Context: an optimization exercise on an open-source flow, tuned for small area and a short achievable clock period. The choices shown serve that exercise and are no tape-out recipe.
At most, simulation tests tie the RTL to the original design; equivalence was not proved.
Power and IR drop assume default switching activity.

// dadda_mul_top
module dadda_mul_top
(
    input  logic        clk,
    input  logic        arst_n,
    input  logic [31:0] a,
    input  logic [31:0] b,
    output logic [63:0] y
);
export LEC_CHECK = 0
export ABC_AREA = 1
export ABC_CLOCK_PERIOD_IN_PS = 22000
export CAP_MARGIN = 20
export CORE_MARGIN = 2
export CORE_UTILIZATION = 40
export SLEW_MARGIN = 20
export SYNTH_HIERARCHICAL = 1
export SYNTH_MINIMUM_KEEP_SIZE = 0
create_clock -name core_clock -period 22.0 [get_ports {clk}]
standard.sh (not shown) runs the stock make flow with config.mk's settings and CLKGATE_MAP_FILE= SYNTH_SCRIPT=/design/flow/synth_recipe.tcl, a recipe that flattens the netlist after the stock synthesis.
==> flow/flow/run.sh <==
#!/bin/bash
# standard layout with buf_2 port buffers; the resizer's setup repair aims for extra slack
# up to clock tree synthesis, and only for the plain constraints after global routing
set -euo pipefail
P="BUFFER_PORTS_ARGS=-buffer_cell sky130_fd_sc_hd__buf_2"
bash standard.sh "$P" SETUP_SLACK_MARGIN=13.9 cts > standard_make_cts.log 2>&1
bash standard.sh "$P" SETUP_SLACK_MARGIN=0 finish > standard_make_finish.log 2>&1
Rerun with:
==> flow/flow/run.sh (replaced) <==
#!/bin/bash
# standard layout, with the resizer's setup repair aiming for extra slack
set -euo pipefail
bash standard.sh SETUP_SLACK_MARGIN=13.6 finish > standard_make.log 2>&1
The changed run finished clean.
Setup slack degrades by 0.15 ns.
Design area is higher by 1.6%.
Die area does not change.
Rerun with:
==> flow/flow/run.sh (replaced) <==
#!/bin/bash
# standard layout with buf_2 port buffers and the resizer's setup repair aiming for extra slack
set -euo pipefail
bash standard.sh "BUFFER_PORTS_ARGS=-buffer_cell sky130_fd_sc_hd__buf_2" SETUP_SLACK_MARGIN=13.9 finish > standard_make.log 2>&1
--- a/flow/config.mk
+++ b/flow/config.mk
@@ -12,0 +13 @@
+export CTS_BUF_LIST = sky130_fd_sc_hd__clkbuf_4 sky130_fd_sc_hd__clkbuf_8
Design area came out higher slightly.
Fmax came out higher by a few percent.
Synthesized area does not change.
Synthesized cell count does not change.
Die area does not change.
Hold slack degrades by 0.071 ns.
Clock-buffer cell count does not change.
Worst setup slack improves by 0.26 ns.
Combinational power came out lower by a few percent.
Non-clock buffer count came out higher by 61.
Via count came out higher by a few percent.
Rerun with:
==> flow/run.sh (new file) <==
#!/bin/bash
# synth_recipe.tcl (not shown) runs the flow's synth.tcl, then flattens the netlist and writes it again
# the make line also repeats each setting of config.mk as NAME=value (left out here)
make -C /OpenROAD-flow-scripts/flow DESIGN_CONFIG=/design/flow/config.mk WORK_HOME=/design/flow/orfs CLKGATE_MAP_FILE= SYNTH_SCRIPT=/design/flow/synth_recipe.tcl finish
--- a/flow/config.mk
+++ b/flow/config.mk
@@ -13 +12,0 @@
-export CTS_BUF_LIST = sky130_fd_sc_hd__clkbuf_4 sky130_fd_sc_hd__clkbuf_8
removed: flow/flow/run.sh
removed: flow/standard.sh
Effect:
- The changed run finished with timing, DRC and antenna clean
- final area shrinks by a few percent
- die area stays the same
- cell count decreases by a few percent
- worst setup slack is worse by 0.96 ns
- via count drops by a few percent
- synthesized area stays the same
- maximum frequency decreases by roughly a tenth
- wire length came out lower by a few percent
- global-route usage goes down by 1.1 points
No functional check of the RTL was part of any run of this note.

dadda_mul_top, a different RTL version from the one above (not shown whole).
Size: ~2500 cells after synthesis, ~120 flip-flops.
clock: 22.0 ns
lec_check: 0
abc_area: 1
abc_clock_period_in_ps: 22000
cap_margin: 20
core_margin: 2
core_utilization: 40
cts_buf_list: sky130_fd_sc_hd__clkbuf_4 sky130_fd_sc_hd__clkbuf_8
slew_margin: 20
synth_hierarchical: 1
synth_minimum_keep_size: 0
==> flow/flow/run.sh <==
#!/bin/bash
# standard layout with buf_2 port buffers; the resizer's setup repair aims for extra slack
# up to clock tree synthesis, for a little less after global routing, and for the plain
# constraints in the rest
set -euo pipefail
P="BUFFER_PORTS_ARGS=-buffer_cell sky130_fd_sc_hd__buf_2"
bash standard.sh "$P" SETUP_SLACK_MARGIN=13.9 cts > standard_make_cts.log 2>&1
bash standard.sh "$P" SETUP_SLACK_MARGIN=13.7 grt > standard_make_grt.log 2>&1
bash standard.sh "$P" SETUP_SLACK_MARGIN=0 finish > standard_make_finish.log 2>&1
Change:
==> flow/flow/run.sh (replaced) <==
#!/bin/bash
# standard layout with buf_2 port buffers, a clock tree without dummy loads, and the
# resizer's setup repair aiming for extra slack from placement to clock tree synthesis, for a little
# less after global routing, and for the plain constraints in the rest
set -euo pipefail
P="BUFFER_PORTS_ARGS=-buffer_cell sky130_fd_sc_hd__buf_2"
C="CTS_ARGS=-sink_clustering_enable -repair_clock_nets -dont_use_dummy_load -sink_clustering_size 30 -buf_list {sky130_fd_sc_hd__clkbuf_4 sky130_fd_sc_hd__clkbuf_8}"
bash standard.sh "$P" "$C" SETUP_SLACK_MARGIN=0 floorplan > standard_make_fp.log 2>&1
bash standard.sh "$P" "$C" SETUP_SLACK_MARGIN=13.9 cts > standard_make_cts.log 2>&1
bash standard.sh "$P" "$C" SETUP_SLACK_MARGIN=13.7 grt > standard_make_grt.log 2>&1
bash standard.sh "$P" "$C" SETUP_SLACK_MARGIN=0 finish > standard_make_finish.log 2>&1
Settings changed: PLACE_DENSITY from default to 0.75.
Area after synthesis is unchanged.
Clock-buffer cell count decreases by 3.
Routed wire length decreases by 5.2%.
Non-clock buffer count decreases by 3.
Die area does not change.

[what the ideal ports hide]
No port has a modelled driver above. Below, the same layouts with a new extraction and two added sets of constraints.
Step 1 sets driving cells, clkbuf_16 on the clock port and buf_2 on the other inputs (assumed; they add their load-dependent delay and slew).
Step 2 times the ports against the registers' clock, not the clock port: input delays grow and output delays shrink by t, the midpoint of the rising clock arrivals with the driver on.
a / b / c = ideal / step 1 / step 2; a / b = the first two.
run | shift t [ns] | setup WS [ns] | clock arrival spread, ns | worst register clock-pin slew, ns | worst data-port slew with drivers (ns)
the first run of note 1 | 0.544 | 13.763 / 13.795 / 13.251 | 0.019 / 0.020 | 0.06 / 0.06 | 0.06
the second run of note 1 | 0.559 | 13.618 / 13.657 / 13.098 | 0.021 / 0.020 | 0.06 / 0.06 | 0.05
the third run of note 1 | 0.620 | 13.879 / 13.911 / 13.291 | 0.017 / 0.016 | 0.09 / 0.09 | 0.06
the fourth run of note 1 | 0.555 | 12.915 / 12.950 / 12.394 | 0.020 / 0.021 | 0.06 / 0.06 | 0.05
the first run of note 2 | 0.629 | 13.799 / 13.809 / 13.189 | 0.031 / 0.032 | 0.11 / 0.11 | 0.09
the second run of note 2 | 0.572 | 13.820 / 13.823 / 13.251 | 0.041 / 0.040 | 0.09 / 0.09 | 0.09
After both steps setup and hold are still met in every run listed. The setup slack of the first run of note 2, which loses most, moves by +0.010 ns with the drivers and by -0.610 ns with both steps.
